Background: an optimization exercise with open tools, aiming at small area and a short achievable clock period. Do not read the settings as production practice.
Function was not checked in any run shown here: the RTL went through the layout flow alone.
Power and IR drop assume default switching activity.

==> design.v <==
package pipe_trace_pkg;
    localparam logic [1:0] ST_IDLE_ENC      = 2'd0;
    localparam logic [1:0] ST_ARMED_ENC     = 2'd1;
    localparam logic [1:0] ST_TRIGGERED_ENC = 2'd2;
    localparam logic [1:0] ST_DONE_ENC      = 2'd3;
    typedef enum logic [1:0] {
        ST_IDLE      = ST_IDLE_ENC,
        ST_ARMED     = ST_ARMED_ENC,
        ST_TRIGGERED = ST_TRIGGERED_ENC,
        ST_DONE      = ST_DONE_ENC
    } pipe_trace_state_e;
endpackage
module trace_ram #(
    parameter int DEPTH  = 16,
    parameter int W      = 160,
    parameter int NSEL   = 12,
    parameter int SEL_LO = 3
) (
    input  logic              clk,
    input  logic              shift_i,
    input  logic [W-1:0]      wdata_i,
    input  logic [NSEL-1:0]   sel_i,
    output logic [W-1:0]      rdata_o
);
    logic [DEPTH-1:0][W-1:0] rows_q;
    logic [W-1:0]            out_q, out_d;
    localparam int NGRP = (NSEL + 2) / 3;
    logic [NGRP-1:0][W-1:0] grp;
    always_comb begin
        for (int g = 0; g < NGRP; g++) begin
            grp[g] = '0;
            for (int j = 0; j < 3; j++) begin
                if (3*g + j < NSEL) begin
                    grp[g] = grp[g] | ({W{sel_i[3*g+j]}} & rows_q[SEL_LO+3*g+j]);
                end
            end
        end
        out_d = {W{~shift_i}} & out_q;
        for (int g = 0; g < NGRP; g++) begin
            out_d = out_d | ({W{shift_i}} & grp[g]);
        end
    end
    always_ff @(posedge clk) begin
        if (shift_i) begin
            rows_q <= {rows_q[DEPTH-2:0], wdata_i};
        end
    end
    always_ff @(posedge clk) begin
        out_q <= out_d;
    end
    assign rdata_o = out_q;
endmodule
module pipe_trace_buffer #(
    parameter int NUM_CH    = 4,
    parameter int CH_W      = 32,
    parameter int PC_W      = 32,
    parameter int DEPTH     = 16,
    parameter int POST_TRIG = 4,
    parameter int TS_W      = 16
) (
    input  logic                       clk,
    input  logic                       rst_n,
    input  logic                       sample_en,
    input  logic [PC_W-1:0]            pc_in,
    input  logic [NUM_CH*CH_W-1:0]     ch_in,
    input  logic                       arm,
    input  logic                       trig_en,
    input  logic [PC_W-1:0]            trig_pc,
    output logic [1:0]                 state,
    output logic                       wrapped,
    output logic [$clog2(DEPTH+1)-1:0] count,
    output logic                       rd_valid,
    input  logic                       rd_ready,
    output logic [PC_W-1:0]            rd_pc,
    output logic [NUM_CH*CH_W-1:0]     rd_data
);
    localparam int CNT_W   = $clog2(DEPTH+1);
    localparam int DATA_W  = NUM_CH*CH_W;
    localparam int ENTRY_W = PC_W + DATA_W;
    localparam int NSEL    = DEPTH - POST_TRIG;
    localparam int SEL_LO  = POST_TRIG - 1;
    localparam int POST_W  = (POST_TRIG > 1) ? $clog2(POST_TRIG) : 1;
    if ((DEPTH < 2) || ((DEPTH & (DEPTH - 1)) != 0) || (TS_W < 1)
        || (POST_TRIG < 1) || (POST_TRIG > DEPTH - 1)) begin : g_bad_params
        $error("pipe_trace_buffer: invalid DEPTH/POST_TRIG/TS_W");
    end
    pipe_trace_pkg::pipe_trace_state_e  state_q, state_d;
    logic [CNT_W-1:0]   count_q, count_d;
    logic               wrapped_q, wrapped_d;
    logic [POST_W-1:0]  post_q, post_d;
    logic               rd_valid_q, rd_valid_d;
    logic [NSEL-1:0]    sel_q, sel_d, sel_same, sel_inc;
    logic               ia_q, ia_d, it_q, it_d, at_q, at_d, nd_q, nd_d;
    logic [CNT_W-1:0]   cm_q, cm_d;
    logic               cnt_full;        
    logic               cnt_one;         
    logic               post_last;       
    logic               last_w;
    logic               writing;
    logic               fire;
    logic               shift;
    logic               trig_hit;
    logic [ENTRY_W-1:0] rdata;
    assign cnt_full  = (cm_q == CNT_W'(DEPTH - 1));
    assign cnt_one   = (cm_q == '0);
    assign writing   = sample_en && at_q;
    assign fire      = rd_valid_q && rd_ready;
    assign trig_hit  = trig_en && (pc_in == trig_pc);
    assign last_w    = it_q && (post_q == '0) && sample_en;
    assign shift     = fire || (nd_q && sample_en);
    always_comb begin
        if (!it_q) begin
            post_d = POST_W'(POST_TRIG - 1);
        end else if (sample_en) begin
            post_d = post_q - POST_W'(1);
        end else begin
            post_d = post_q;
        end
    end
    always_comb begin
        if (arm) begin
            state_d = pipe_trace_pkg::ST_ARMED;
        end else if (ia_q) begin
            state_d = (sample_en && trig_hit) ? pipe_trace_pkg::ST_TRIGGERED
                                              : pipe_trace_pkg::ST_ARMED;
        end else if (it_q) begin
            state_d = last_w ? pipe_trace_pkg::ST_DONE
                             : pipe_trace_pkg::ST_TRIGGERED;
        end else if (!nd_q) begin
            state_d = pipe_trace_pkg::ST_DONE;
        end else begin
            state_d = pipe_trace_pkg::ST_IDLE;
        end
        ia_d = (state_d == pipe_trace_pkg::ST_ARMED);
        it_d = (state_d == pipe_trace_pkg::ST_TRIGGERED);
        at_d = ia_d || it_d;
        nd_d = (state_d != pipe_trace_pkg::ST_DONE);
        if (arm) begin
            count_d = '0;
            cm_d    = '1;
        end else if (writing) begin
            count_d = cnt_full ? CNT_W'(DEPTH) : cm_q + CNT_W'(2);
            cm_d    = cnt_full ? cm_q : cm_q + CNT_W'(1);
        end else if (fire) begin
            count_d = cm_q;
            cm_d    = cm_q - CNT_W'(1);
        end else begin
            count_d = cm_q + CNT_W'(1);
            cm_d    = cm_q;
        end
        if (arm) begin
            wrapped_d = 1'b0;
        end else begin
            wrapped_d = wrapped_q || (writing && cnt_full);
        end
        if (arm) begin
            rd_valid_d = 1'b0;
        end else if (last_w) begin
            rd_valid_d = 1'b1;
        end else if (fire) begin
            rd_valid_d = !cnt_one;
        end else begin
            rd_valid_d = rd_valid_q;
        end
    end
    always_comb begin
        for (int k = 0; k < NSEL; k++) begin
            if (k == NSEL - 1) begin
                sel_same[k] = (cm_q >= CNT_W'(DEPTH - 2)) && (cm_q <= CNT_W'(DEPTH - 1));
                sel_inc[k]  = (cm_q >= CNT_W'(DEPTH - 3)) && (cm_q <= CNT_W'(DEPTH - 1));
            end else begin
                sel_same[k] = (cm_q == CNT_W'(SEL_LO + k));
                sel_inc[k]  = (cm_q == CNT_W'(SEL_LO + k - 1));
            end
        end
        if (arm) begin
            sel_d = '0;
        end else if (writing) begin
            sel_d = sel_inc;
        end else begin
            sel_d = sel_same;
        end
    end
    always_ff @(posedge clk or negedge rst_n) begin
        if (!rst_n) begin
            state_q    <= pipe_trace_pkg::ST_IDLE;
            count_q    <= '0;
            wrapped_q  <= 1'b0;
            post_q     <= '0;
            rd_valid_q <= 1'b0;
            ia_q       <= 1'b0;
            it_q       <= 1'b0;
            at_q       <= 1'b0;
            nd_q       <= 1'b1;
            cm_q       <= '1;
        end else begin
            state_q    <= state_d;
            count_q    <= count_d;
            wrapped_q  <= wrapped_d;
            post_q     <= post_d;
            rd_valid_q <= rd_valid_d;
            ia_q       <= ia_d;
            it_q       <= it_d;
            at_q       <= at_d;
            nd_q       <= nd_d;
            cm_q       <= cm_d;
        end
    end
    always_ff @(posedge clk) begin
        if (nd_q && !last_w) begin
            sel_q <= sel_d;
        end
    end
    trace_ram #(
        .DEPTH (DEPTH),
        .W     (ENTRY_W),
        .NSEL  (NSEL),
        .SEL_LO(SEL_LO)
    ) u_ram (
        .clk     (clk),
        .shift_i (shift),
        .wdata_i ({pc_in, ch_in}),
        .sel_i   (sel_q),
        .rdata_o (rdata)
    );
    assign state    = state_q;
    assign wrapped  = wrapped_q;
    assign count    = count_q;
    assign rd_valid = rd_valid_q;
    assign rd_pc    = rdata[DATA_W +: PC_W];
    assign rd_data  = rdata[DATA_W-1:0];
endmodule
==> flow/run.sh <==
#!/bin/bash
# Layout flow: the standard ORFS flow (standard.sh, unchanged synthesis,
# floorplan, power grid, placement, CTS and routing), except that the
# buffers buffer_ports puts on every input and output port are plain
# sky130_fd_sc_hd__buf_2 cells instead of the cell it picks by default (a
# clock delay buffer). Timing repair resizes them afterwards as usual.
# make's full output goes to standard_sh.log; each ORFS step keeps its own
# log under orfs/logs/.
set -euo pipefail
cd "$(dirname "$0")/.."
export BUFFER_PORTS_ARGS="-buffer_cell sky130_fd_sc_hd__buf_2"
bash standard.sh finish > standard_sh.log 2>&1
==> standard.sh <==
#!/bin/bash
# synth_recipe.tcl (not shown) runs the flow's synth.tcl, then flattens the netlist and writes it again
# the make line also repeats each setting of config.mk as NAME=value (left out here)
make -C /OpenROAD-flow-scripts/flow DESIGN_CONFIG=/design/flow/config.mk WORK_HOME=/design/flow/orfs CLKGATE_MAP_FILE= SYNTH_SCRIPT=/design/flow/synth_recipe.tcl "${@:-finish}"
==> config.mk <==
export PLATFORM = sky130hd
export DESIGN_NAME = pipe_trace_buffer
export DESIGN_NICKNAME = pipe_trace_buffer
export VERILOG_FILES = /design/flow/design.v
export SDC_FILE = /design/flow/constraint.sdc
export NUM_CORES = 4
export LEC_CHECK = 0
export CAP_MARGIN = 20
export CORE_MARGIN = 2
export CORE_UTILIZATION = 55
export CTS_CLUSTER_DIAMETER = 100
export CTS_CLUSTER_SIZE = 30
export SETUP_SLACK_MARGIN = 2.4
export SLEW_MARGIN = 20
==> constraint.sdc <==
create_clock -name core_clock -period 4.6 [get_ports {clk}]
set_input_delay 0.9200 -clock core_clock [delete_from_list [all_inputs] [get_ports {clk}]]
set_output_delay 0.9200 -clock core_clock [all_outputs]
set_load 0.01 [all_outputs]
==> results of run 1 <==
-- critical path, stage by stage --
cell and delay, ns:
buf_2 0.12, xnor2_2 0.47, nand4_1 0.26, nor4_4 0.58, nand4_1 0.18, buf_6 0.16
and2_4 0.15, ha_4 0.15
-- where the power goes --
| group | internal [µW] | switching [µW] |
|---|---|---|
| Sequential | 27300 | 782 |
| Clock | 4090 | 6750 |
| Combinational | 719 | 971 |
| Total | 32100 | 8510 |
-- timing repair --
item	4_1_cts	5_1_grt
pin swaps	11	9
resized for setup	432	52
setup buffers	45	19
endpoints found under the setup margin	2417	1408
gates cloned	3	14
-- stage by stage --
step / total power (µW) / util, %
3_5_place_dp: 29950 / 58.21
6_report: 40610 / 61.55
2_1_floorplan: 29220 / -
4_1_cts: 40910 / 61.07
3_3_place_gp: 29890 / 58.20
5_1_grt: 41910 / 61.55
-- cell families after synthesis --
kind of cell | Yosys count | share of synthesized area (%)
AOI/OAI and AO/OA | 1149 | 11.80
muxes | 1 | 0.01115
adders and majority gates | 14 | 0.1951
xor gates and xnor gates | 40 | 0.3901
DFF | 2592 | 84.78
and+or+nand+nor | 243 | 1.134
buffers and inverters | 270 | 1.689
-- how the worst min path moves through the flow --
stage	start	end	slack [ns]	cells after the start
2_1_floorplan	u_ram.rows_q[0]	u_ram.rows_q[160]	0.40	0
3_3_place_gp	u_ram.rows_q[23]	u_ram.rows_q[183]	0.40	0
3_5_place_dp	u_ram.rows_q[2]	u_ram.rows_q[162]	0.40	0
4_1_cts	rst_n	count_q[0]	0.06	1
5_1_grt	rst_n	count_q[0]	0.08	1
6_report	rst_n	count_q[0]	0.09	1
-- cell type report --
cell class              instances  area share, %
diodes                          3       0.007511
clock buffers                 169          2.699
clock inverters                 9         0.1064
inverters                      10        0.03755
multi-input cells            1450          12.39
flip-flops and latches       2592          76.50
well taps                    2175          2.723
repair buffers                564          5.534
-- synthesized netlist by cell type, types with 5 or more instances --
cell type  number  area (µm²)
buf_6          38       427.9
xnor2_1        35       306.5
edfxtp_1     2412       72430
buf_2         102       510.5
nand4_1        11       68.82
buf_4          24       180.2
a221oi_2       95        1426
o21ai_0         7       35.03
nor2_1        175       656.9
a21oi_1        11       55.05
dfstp_2         6       157.7
nand2_1        24       90.09
a41oi_1       160        1401
dfrtp_1        14       350.3
xor2_1          5       43.79
nor3_1          5       25.02
a221oi_1      386        3381
a22o_1        480        4204
inv_1          10       37.54
nor4_1          6       37.54
clkbuf_1       96       360.4
nand3_1         5       25.02
dfxtp_1       160        3203
ha_1           14       175.2
-- registers in the layout (all words and copies together) (netlist names) --
name and count:
u_ram.rows_q 2400, u_ram.out_q 160, sel_q 12, cm_q 5, count_q 5, post_q 2, state_q 2, at_q 1
ia_q 1, it_q 1, nd_q 1, rd_valid_q 1, wrapped_q 1
-- metal layers --
metal | vias to the layer above | wire length [µm] | GRT usage, %
met4 | 2 | 4554 | 4.994
met3 | 194 | 12700 | 3.533
met1 | 23310 | 86330 | 33.87
met2 | 1520 | 90730 | 34.96
li1 | 19110 | - | -
met5 | - | 8 | 0
==> results.toml, run 1 <==
[setup_path]
path_max_fanout = 4
path_class = "in -> reg"
reg2reg_from = "cm_q[0]"
crit_path_start_kind = "primary input"
r2r_cells = 8
worst_setup_path_end_kind = "register"
cp-startpoint = "trig_pc[5]"
arrival_ns = 3.01
cp.required_ns = 5.26
endpoint = "ia_q"
r2r-end = "cm_q[2]"
regToRegSetupSlack_ns = 2.52

[timing]
tns_ns = 0
relSlewSlack_pct = 29.23
hold_viol_final = 0
whs_ns = 0.09183
period_share_pct = 51.14
report.final.slew_viol_count = 0
finalWorstSetupSlack_ns = 2.248
fin_skew_ns = 0.02654
setup_violations = 0
fmax_mhz = 425.1
rsz0062_at_grt = "true"
finalCriticalPeriod_ns = 2.352
worst_slew_pin_slew_ns = 1.061

[drt]
wl_per_cell_um = 27.87
first_iter_violations = 5065
ant_nets = 0
routed_wl_um = 194300
vias = 44130
routed_via_density = 6.329
drc = 0
firstDrtPassIters = 6

[clocking]
clock_sinks = 2592
insertion_delay_ns = 0.78
cts_tree = "done"
numCtsBuffers = 96
root_buffer = "clkbuf_16"
clk_path_buf_depth = 3
path_clk_slew_ns = 0.12
h-tree-depth = 3
postCtsHoldBufs = 0

[final_layout]
layout.cells.non_filler = 6972
fin_nets = 4926
multiInputGateArea_um2 = 12390
drive_gt1_share_pct = 20.03
syn2layout_area_growth_pct = 11.30
fin_area_um2 = 99960
seq_area_um2 = 76460
mostFrequentLayoutCells = "2,412 x edfxtp_1, 480 x a22o_1, 386 x a221oi_1"
nFillCells = 11560
layout_commonest_cell = "edfxtp_1"

[logic_synthesis]
synth-edff-count = 2412
synth_seq_area_share_pct = 84.78
yosys_register_bits = 2592
syn_inst = 4309
synth.cell_area_um2 = 89810
synth_nets = 4521
synth_warnings = 2
async_reset_ff_share_pct = 0.7716
synth_cell_types = 42
avgSynthCellArea_um2 = 20.84
synth_top_flop_cell = "edfxtp_1"

[pwr]
leakagePower_uw = 0.03303
power_density_nw_per_um2 = 406.3
peakVddDrop_mv = 0.3937

[outcome]
status = "timing/DRC/antenna clean"

[placed_design]
dp.cells = 6710
place_ws_ns = 0.7721
place_hpwl_um = 100900
place_congestion = 0.7742
place_area_um2 = 94530
io_buffers = 366

[global_route]
grt_max_degree = 136
grt_overflow_total = 0
grt_pass1_wl_um = 281600
grt_pass1_vias = 43150
grt_antenna_before_repair = 5
grt_usage_pct = 22.44

[floorplan]
coreArea_um2 = 162400
design.die.area_um2 = 166500
die_w_um = 408.1
rows = 148
die_h_um = 408.1
floorplan.initialDensity_pct = 55.30
io_pins = 367

[hold_path]
hold_class = "in -> async"

[flow_run]
max_cap_viol_count = 0
==> run 2, diff against run 1 <==
--- a/config.mk
+++ b/config.mk
@@ -11,4 +11,4 @@
 export CTS_CLUSTER_DIAMETER = 100
 export CTS_CLUSTER_SIZE = 30
-export SETUP_SLACK_MARGIN = 2.4
+export SETUP_SLACK_MARGIN = 2.35
 export SLEW_MARGIN = 20
==> results.toml, run 2 <==
[timing]
report.final.slew_viol_count = 0
finalWorstSetupSlack_ns = 2.232
setup_violations = 0
rsz0062_at_grt = "true"
finalCriticalPeriod_ns = 2.368
whs_ns = 0.09480
period_share_pct = 51.48
hold_viol_final = 0
worst_slew_pin_slew_ns = 1.040
fin_skew_ns = 0.02772
fmax_mhz = 422.3
relSlewSlack_pct = 30.67

[final_layout]
drive_gt1_share_pct = 18.11
top_register = "u_ram.rows_q"
largest_reg_flops = 2400
reg.largest.list = "u_ram.rows_q (2400), u_ram.out_q (160), sel_q (12)"
finish.utilization_pct = 60.72
nFillCells = 11650
mostFrequentLayoutCells = "2,412 x edfxtp_1, 480 x a22o_1, 386 x a221oi_1"
fin_nets = 4870
syn2layout_area_growth_pct = 9.806
layout_commonest_cell = "edfxtp_1"

[logic_synthesis]
synth_nets = 4521
synth.most_common_cell = "edfxtp_1"
synth_top_area_cell = "edfxtp_1"
synthTopCellsByCount = "2,412 x edfxtp_1, 480 x a22o_1, 386 x a221oi_1, 175 x nor2_1"
synth_top_flop_cell = "edfxtp_1"
syn_inst = 4309
yosys_register_bits = 2592
synthTopCellsByArea = "edfxtp_1 81%, a22o_1 4.7%, a221oi_1 3.8%, dfxtp_1 3.6%, a221oi_2 1.6%"
synth_seq_area_share_pct = 84.78
avgSynthCellArea_um2 = 20.84
synth_top_area_share_pct = 80.65
synth_warnings = 2
synth_cell_types = 42
synth.cell_area_um2 = 89810
synth-edff-count = 2412
async_reset_ff_share_pct = 0.7716

[clocking]
h-tree-depth = 3
clock_sinks = 2592
insertion_delay_ns = 0.77
path_clk_slew_ns = 0.12
numCtsBuffers = 96
root_buffer = "clkbuf_16"
cts_tree = "done"
clk_path_buf_depth = 3

[setup_path]
critPathBufInv = 2
r2r-end = "cm_q[2]"
slowest_stage = "nor4_4"
regToRegSetupSlack_ns = 2.45
cp_top_family = "simple AND/OR/NAND/NOR gates"
crit_path_start_kind = "primary input"
path_max_fanout = 4
worst_setup_path_end_kind = "register"
reg2reg_from = "cm_q[0]"
path_class = "in -> reg"
cp_common_cell = "nand4_1"
critPathMaxStageDelay_ns = 0.58
r2r_cells = 8
cp.required_ns = 5.26
arrival_ns = 3.03
path_cells = "buf_2 > xnor2_2 > nand4_1 > nor4_4 > nand4_1 > buf_6 > and2_1 > ha_4"

[floorplan]
die_h_um = 408.1
design.die.area_um2 = 166500
rows = 148
die_w_um = 408.1
io_pins = 367
coreArea_um2 = 162400
floorplan.initialDensity_pct = 55.30

[pwr]
peakVddDrop_mv = 0.3919
power_density_nw_per_um2 = 409.7
leakagePower_uw = 0.03248

[placed_design]
place_congestion = 0.7742
place_ws_ns = 0.7721
io_buffers = 366
place_hpwl_um = 100900

[global_route]
grt_max_degree = 136
grt_usage_pct = 22.39
grt_overflow_total = 0
grt_pass1_wl_um = 280800
grt_antenna_before_repair = 5
grt_pass1_vias = 42920

[drt]
firstDrtPassIters = 6
routed_via_density = 6.340
wl_per_cell_um = 27.69
vias = 43840
drc = 0
first_iter_violations = 4895
ant_nets = 0
routed_wl_um = 191500

[hold_path]
hold_class = "in -> async"

[flow_run]
max_cap_viol_count = 0

[outcome]
status = "timing/DRC/antenna clean"
-- run 2: cell counts after synthesis --
Identical to the previous run, type by type.
-- run 2: final cells by class --
| cell class | count | area [µm²] | area share [%] |
|---|---|---|---|
| Inverter | 10 | 37.54 | 0.03806 |
| Tap cell | 2175 | 2721 | 2.760 |
| Sequential cell | 2592 | 76370 | 77.45 |
| Antenna cell | 2 | 5.005 | 0.005075 |
| Multi-Input combinational cell | 1450 | 12380 | 12.56 |
| Clock buffer | 169 | 2698 | 2.736 |
| Timing Repair Buffer | 508 | 4292 | 4.352 |
| Clock inverter | 9 | 106.4 | 0.1078 |
-- run 2: how the worst max path moves through the flow --
stage / from / endpoint / slack, ns / cells past startpoint
detailed placement: trig_pc[29] / ia_q / 0.77 / 7
floorplan: sample_en / u_ram.out_q[150] / -3.17 / 6
global placement: trig_pc[29] / nd_q / 0.37 / 8
global route: trig_pc[30] / nd_q / 2.30 / 9
CTS: pc_in[30] / ia_q / 2.23 / 8
finish: trig_pc[5] / ia_q / 2.23 / 8
-- run 2: cells by family after synthesis --
family	count (synthesis)	share of synthesized area, %
xor+xnor	40	0.3901
simple gates	243	1.134
compound gates	1149	11.80
buf+inv	270	1.689
mux	1	0.01115
fa+ha+maj	14	0.1951
flops	2592	84.78
-- run 2: timing repair --
item / in CTS / in global routing
cloned: 3 / 4
gates resized for setup: 250 / 53
hold buffers: 0 / 0
pin swaps: 11 / 9
buffers inserted: 17 / 1
setup endpoints to repair: 2166 / 668
-- run 2: metrics by stage --
stage               cell area (µm²)  power [µW]  TNS (ns)  instances
floorplan                     89840       29220  -7091.66       4309
detailed placement            94530       29950         0       6710
finish                        98610       40400         0       6915
CTS                           98260       40760         0       6908
global placement              94520       29890         0       6710
global route                  98610       41710         0       6914
-- run 2: routing by layer --
metal	vias to the layer above	track usage, %	share of wire, %
li1	18980	-	-
met1	23250	33.83	45
met2	1418	34.72	47
met3	189	3.572	6.1
met4	2	5.179	2.4
met5	-	0	0.0042
-- run 2: power by group --
part	leakage, µW	switching, µW	total (µW)	internal, µW
Clock	0.00133	6750	10800	4090
Combinational	0.00591	945	1510	567
Sequential	0.0252	763	28100	27300
Total	0.0325	8460	40400	31900
==> run 3, diff against run 2 <==
--- a/design.v
+++ b/design.v
@@ -32,5 +32,5 @@
             for (int j = 0; j < 3; j++) begin
                 if (3*g + j < NSEL) begin
-                    grp[g] = grp[g] | ({W{sel_i[3*g+j]}} & rows_q[SEL_LO+3*g+j]);
+                    grp[g] = grp[g] | ~({W{~sel_i[3*g+j]}} | rows_q[SEL_LO+3*g+j]);
                 end
             end
@@ -43,5 +43,5 @@
     always_ff @(posedge clk) begin
         if (shift_i) begin
-            rows_q <= {rows_q[DEPTH-2:0], wdata_i};
+            rows_q <= {rows_q[DEPTH-2:0], ~wdata_i};
         end
     end
==> results.toml, run 3 <==
[logic_synthesis]
async_reset_ff_share_pct = 0.7716
synth-edff-count = 2412
synthMuxAreaShare_pct = 0.01124
synth_seq_area_share_pct = 85.52
syn_inst = 4949
synthTopCellsByArea = "edfxtp_1 81%, o22ai_1 6.7%, dfxtp_1 3.6%, nor2_1 2.8%, a41oi_1 1.6%"
avgSynthCellArea_um2 = 17.99
synth_compound_area_share_pct = 8.508
synth_top_family_by_area = "compound AO/OA/AOI/OAI gates"
synth_top_area_share_pct = 81.35
synth_top_area_cell = "edfxtp_1"
yosys_register_bits = 2592
synth_xor_area_share_pct = 0.4033
synth_warnings = 2
synth_cell_types = 43
synth_top_flop_cell = "edfxtp_1"
synthTopCellsByCount = "2,412 x edfxtp_1, 960 x o22ai_1, 656 x nor2_1, 169 x inv_1"
synth_nets = 5161
synth.cell_area_um2 = 89030
synthAdderAreaFrac_pct = 0.1967
synth-simple-area-share_pct = 3.187
synth.most_common_cell = "edfxtp_1"

[floorplan]
die_w_um = 406.3
io_pins = 367
rows = 147
coreArea_um2 = 160600
die_h_um = 406.3
floorplan.initialDensity_pct = 55.45
design.die.area_um2 = 165100

[placed_design]
io_buffers = 366
place_ws_ns = 1.235
place_area_um2 = 93860
place_congestion = 0.7834
place_hpwl_um = 100300

[final_layout]
largest_reg_flops = 2400
finish.utilization_pct = 60.77
layout_commonest_cell = "edfxtp_1"
fin_nets = 5504
drive_gt1_share_pct = 13.50
mostFrequentLayoutCells = "2,412 x edfxtp_1, 960 x o22ai_1, 656 x nor2_1"
reg.largest.list = "u_ram.rows_q (2400), u_ram.out_q (160), sel_q (12)"
fin_area_um2 = 97570
top_register = "u_ram.rows_q"
nFillCells = 11770
syn2layout_area_growth_pct = 9.596

[timing]
fmax_mhz = 452.3
finalCriticalPeriod_ns = 2.211
rsz0062_at_grt = "true"
fin_skew_ns = 0.02502
relSlewSlack_pct = 40.36
period_share_pct = 48.07
tns_ns = 0
finalWorstSetupSlack_ns = 2.389
report.final.slew_viol_count = 0
hold_viol_final = 0
setup_violations = 0
worst_slew_pin_slew_ns = 0.8947

[hold_path]
hold_class = "in -> async"

[clocking]
path_clk_slew_ns = 0.11
numCtsBuffers = 96
postCtsHoldBufs = 0
h-tree-depth = 3
clk_path_buf_depth = 3
root_buffer = "clkbuf_16"
clock_sinks = 2592
cts_tree = "done"
insertion_delay_ns = 0.75

[drt]
drc = 0
routed_wl_um = 190400
ant_nets = 0
wl_per_cell_um = 25.28
vias = 45660
firstDrtPassIters = 5
first_iter_violations = 5764
routed_via_density = 6.063

[pwr]
peakVddDrop_mv = 0.3567
leakagePower_uw = 0.03278
power_density_nw_per_um2 = 414.9

[setup_path]
arrival_ns = 2.89
crit_path_start_kind = "primary input"
cp.required_ns = 5.28
path_max_fanout = 4
path_class = "in -> reg"
worst_setup_path_end_kind = "register"

[global_route]
grt_max_degree = 126
grt_antenna_before_repair = 5
grt_pass1_vias = 43950
grt_overflow_total = 0
grt_usage_pct = 22.50
grt_pass1_wl_um = 278800

[flow_run]
max_cap_viol_count = 0

[outcome]
status = "timing/DRC/antenna clean"
run 3: worst paths after layout:
| path | startpoint | slack (ns) | end | cells past startpoint |
|---|---|---|---|---|
| worst max-delay path | pc_in[25] | 2.39 | at_q | 8 |
| worst min-delay path | rst_n | 0.10 | count_q[1] | 1 |
| worst max register to register | nd_q | 2.39 | u_ram.rows_q[851] | 4 |
| worst min register to register | u_ram.rows_q[63] | 0.42 | u_ram.rows_q[223] | 0 |
| max in group asynchronous | rst_n | 4.14 | cm_q[2] | 1 |
| min in group core_clock | ch_in[44] | 0.40 | u_ram.rows_q[44] | 2 |
run 3: layer usage:
layer | share of wire (%) | wire length (µm) | track usage, % | up-vias
met5 | 0.015 | 28 | 0 | -
met3 | 6.8 | 12900 | 3.600 | 221
met4 | 2.3 | 4306 | 5.231 | 4
li1 | - | - | - | 20270
met1 | 44 | 84240 | 33.78 | 23610
met2 | 47 | 88960 | 35.07 | 1563
run 3: per-stage QoR:
stage / hold slack, ns / total power [µW] / std cells
finish: 0.1044 / 40490 / 7532
global route: 0.08477 / 41810 / 7530
CTS: 0.05996 / 40770 / 7525
detailed placement: 0.4045 / 29950 / 7339
global placement: 0.4005 / 29890 / 7339
floorplan: 0.4003 / 29260 / 4949
run 3: final cells by class:
cell class | instances | area, µm² | area share, %
tap | 2160 | 2703 | 2.770
multi-input combinational | 1931 | 11060 | 11.33
clock buffer | 171 | 2769 | 2.838
antenna | 2 | 5.005 | 0.005129
clock inverter | 5 | 93.84 | 0.09617
timing repair buffer | 490 | 3792 | 3.887
inverter | 181 | 814.5 | 0.8348
sequential | 2592 | 76340 | 78.24
run 3: kinds of logic (layout without fill, tap and decap cells):
| family | after synthesis | count (layout) |
|---|---|---|
| mux | 1 | 1 |
| xor+xnor | 41 | 41 |
| other cells | 0 | 2 |
| fa+ha+maj | 14 | 14 |
| buf+inv | 428 | 847 |
| compound gates | 1146 | 1146 |
| simple gates | 727 | 729 |
| flops | 2592 | 2592 |
run 3: critical path, cell delays in order:
cell and delay, ns:
buf_2 0.11, xnor2_1 0.16, nand4_1 0.55, nor4_4 0.50
nand3_2 0.17, nand2_1 0.15, ha_1 0.24, inv_1 0.06
run 3: what timing repair did:
action,in CTS,in global routing
resized for setup,163,59
setup endpoints to repair,1920,434
buffers inserted,8,3
pin swaps,3,4
gates cloned,2,2
run 3: power breakdown:
group | switching [µW] | internal (µW) | total [µW]
Combinational | 968 | 549 | 1520
Sequential | 725 | 27300 | 28000
Clock | 6680 | 4280 | 11000
Total | 8370 | 32100 | 40500
==> run 4, diff against run 3 <==
--- a/config.mk
+++ b/config.mk
@@ -11,4 +11,4 @@
 export CTS_CLUSTER_DIAMETER = 100
 export CTS_CLUSTER_SIZE = 30
-export SETUP_SLACK_MARGIN = 2.35
+export SETUP_SLACK_MARGIN = 2.38
 export SLEW_MARGIN = 20
==> results.toml, run 4 <==
[final_layout]
syn2layout_area_growth_pct = 10.43
fin_nets = 5522
top_register = "u_ram.rows_q"
layout_commonest_cell = "edfxtp_1"
fin_area_um2 = 98320
finish.utilization_pct = 61.23
drive_gt1_share_pct = 14.88
nFillCells = 11700
reg.largest.list = "u_ram.rows_q (2400), u_ram.out_q (160), sel_q (12)"
layout.cells.non_filler = 7549
largest_reg_flops = 2400
mostFrequentLayoutCells = "2,412 x edfxtp_1, 960 x o22ai_1, 656 x nor2_1"

[logic_synthesis]
synth.most_common_cell = "edfxtp_1"
syn_inst = 4949
synth_cell_types = 43
async_reset_ff_share_pct = 0.7716
synth_top_area_share_pct = 81.35
synthTopCellsByArea = "edfxtp_1 81%, o22ai_1 6.7%, dfxtp_1 3.6%, nor2_1 2.8%, a41oi_1 1.6%"
synth_top_flop_cell = "edfxtp_1"
synth_nets = 5161
synth-edff-count = 2412
synth_warnings = 2
synthTopCellsByCount = "2,412 x edfxtp_1, 960 x o22ai_1, 656 x nor2_1, 169 x inv_1"
yosys_register_bits = 2592
synth_seq_area_share_pct = 85.52
synth.cell_area_um2 = 89030
avgSynthCellArea_um2 = 17.99
synth_top_area_cell = "edfxtp_1"

[clocking]
root_buffer = "clkbuf_16"
h-tree-depth = 3
clock_sinks = 2592
numCtsBuffers = 96
clk_path_buf_depth = 3
cts_tree = "done"
path_clk_slew_ns = 0.11
insertion_delay_ns = 0.75

[drt]
first_iter_violations = 5596
vias = 45850
routed_via_density = 6.074
drc = 0
firstDrtPassIters = 7
routed_wl_um = 191300
wl_per_cell_um = 25.34
ant_nets = 0

[placed_design]
place_congestion = 0.7834
place_hpwl_um = 100300
place_area_um2 = 93860
dp.cells = 7339
io_buffers = 366
place_ws_ns = 1.235

[floorplan]
coreArea_um2 = 160600
die_w_um = 406.3
io_pins = 367
rows = 147
die_h_um = 406.3
floorplan.initialDensity_pct = 55.45
design.die.area_um2 = 165100

[setup_path]
worst_setup_path_end_kind = "register"
arrival_ns = 2.85
crit_path_start_kind = "primary input"
path_max_fanout = 4
slowest_stage = "nand4_1"
path_cells = "buf_2 > xnor2_1 > nand4_1 > nor4_4 > nand3_2 > and2_4 > ha_4"
path_class = "in -> reg"
cp.required_ns = 5.24
critPathMaxStageDelay_ns = 0.56

[pwr]
leakagePower_uw = 0.03300
peakVddDrop_mv = 0.3524
combPwrFrac_pct = 4.0
power_density_nw_per_um2 = 412.9
power.internal_uw = 32200
power.net_switching_uw = 8395
power_frac_clock_pct = 27.0
p_sw_share_pct = 20.68
pwr-share-seq_pct = 69.0

[timing]
relSlewSlack_pct = 43.60
finalCriticalPeriod_ns = 2.216
fmax_mhz = 451.2
finalWorstSetupSlack_ns = 2.384
setup_violations = 0
worst_slew_pin_slew_ns = 0.8459
fin_skew_ns = 0.02085
rsz0062_at_grt = "true"
report.final.slew_viol_count = 0
hold_viol_final = 0
period_share_pct = 48.18

[flow_run]
max_cap_viol_count = 0

[global_route]
grt_max_degree = 126
grt_antenna_before_repair = 5
grt_usage_pct = 22.52
grt_pass1_wl_um = 279200
grt_overflow_total = 0
grt_pass1_vias = 44060

[hold_path]
hold_class = "in -> async"

[outcome]
status = "timing/DRC/antenna clean"
run 4: metal layers:
layer	GRT usage, %	vias to the layer above	part of all wire [%]
met2	35.14	1612	47
met3	3.635	217	6.9
met1	33.76	23700	44
met4	5.257	4	2.2
li1	-	20320	-
met5	0	-	0.015
run 4: stage by stage:
step / hold WS [ns] / setup TNS [ns] / power, µW
floorplan: 0.4003 / -7123.33 / 29260
global placement: 0.4005 / 0 / 29890
detailed placement: 0.4045 / 0 / 29950
CTS: 0.05996 / 0 / 40860
global route: 0.08524 / 0 / 41920
finish: 0.1035 / 0 / 40590
run 4: power groups by stage:
stage               Clock [µW]  Combinational [µW]  Sequential [µW]
finish                   11000                1610            28000
global route             12000                1760            28200
CTS                      11300                1580            28000
detailed placement           0                1460            28500
global placement             0                1420            28500
floorplan                    0                 766            28500
run 4: cells by family (layout without fill, tap and decap cells):
| family | after synthesis | after routing | synth area share [%] |
|---|---|---|---|
| flip-flops | 2592 | 2592 | 85.52 |
| AO/OA/AOI/OAI | 1146 | 1146 | 8.508 |
| AND/OR/NAND/NOR | 727 | 729 | 3.187 |
| buffers and inverters | 428 | 865 | 2.173 |
| XOR/XNOR | 41 | 41 | 0.4033 |
| adder cells (fa/ha/maj) | 14 | 14 | 0.1968 |
| multiplexers | 1 | 1 | 0.01124 |
| other | 0 | 1 | 0 |
run 4: final timing paths:
kind / from / to / slack, ns / cells past startpoint
worst min-delay path: rst_n / count_q[1] / 0.10 / 1
worst max-delay path: pc_in[25] / ia_q / 2.38 / 7
worst max register to register: nd_q / u_ram.out_q[77] / 2.41 / 6
min in group core_clock: ch_in[69] / u_ram.rows_q[69] / 0.40 / 2
worst min register to register: u_ram.rows_q[134] / u_ram.rows_q[294] / 0.42 / 0
max in group asynchronous: rst_n / cm_q[2] / 4.14 / 1
run 4: timing repair:
action | 4_1_cts | 5_1_grt
gates resized for setup | 303 | 85
cloned | 2 | 5
buffers inserted | 18 | 8
pin swaps | 4 | 6
hold buffers | 0 | 0
setup endpoints to repair | 2125 | 736
run 4: critical path, delay by kind of cell:
family / cells / cell delay, ns
xor+xnor: 1 / 0.16
fa+ha+maj: 1 / 0.16
buf+inv: 1 / 0.11
simple gates: 4 / 1.48
run 4: area by class of cell:
class                           instances  area [µm²]  share of cell area, %
Sequential cell                      2592       76450                  77.75
Tap cell                             2160        2703                  2.749
Multi-Input combinational cell       1931       11110                  11.30
Antenna cell                            1       2.502               0.002545
Timing Repair Buffer                  508        4415                  4.491
Inverter                              181       783.3                 0.7966
Clock inverter                          5       93.84                0.09544
Clock buffer                          171        2769                  2.816

## afterwards: timing with drivers on the ports
In the flow no input, the clock included, has a driving cell. The finished layouts below were timed again as built, in two steps. Step 1 sets driving cells, clkbuf_16 on the clock port and buf_2 on the other inputs (assumed; they add their load-dependent delay and slew). Step 2 also shifts input and output timing later by t, the mid clock arrival at the registers, as if the neighbouring blocks saw the same clock. Three values: no drivers, after step 1, after step 2; two values: the first two.
run | shift t [ns] | setup WS [ns] | worst setup path after step 2
run 1 | 0.841 | 2.248 / 2.280 / 1.467 | input to register
run 2 | 0.835 | 2.232 / 2.284 / 1.459 | input to register
run 3 | 0.816 | 2.389 / 2.292 / 1.476 | input to register
run 4 | 0.816 | 2.384 / 2.316 / 1.505 | input to register
After both steps every run listed still meets setup and hold. The setup slack of run 3, which loses most, moves by -0.097 ns with the drivers and by -0.913 ns with both steps.
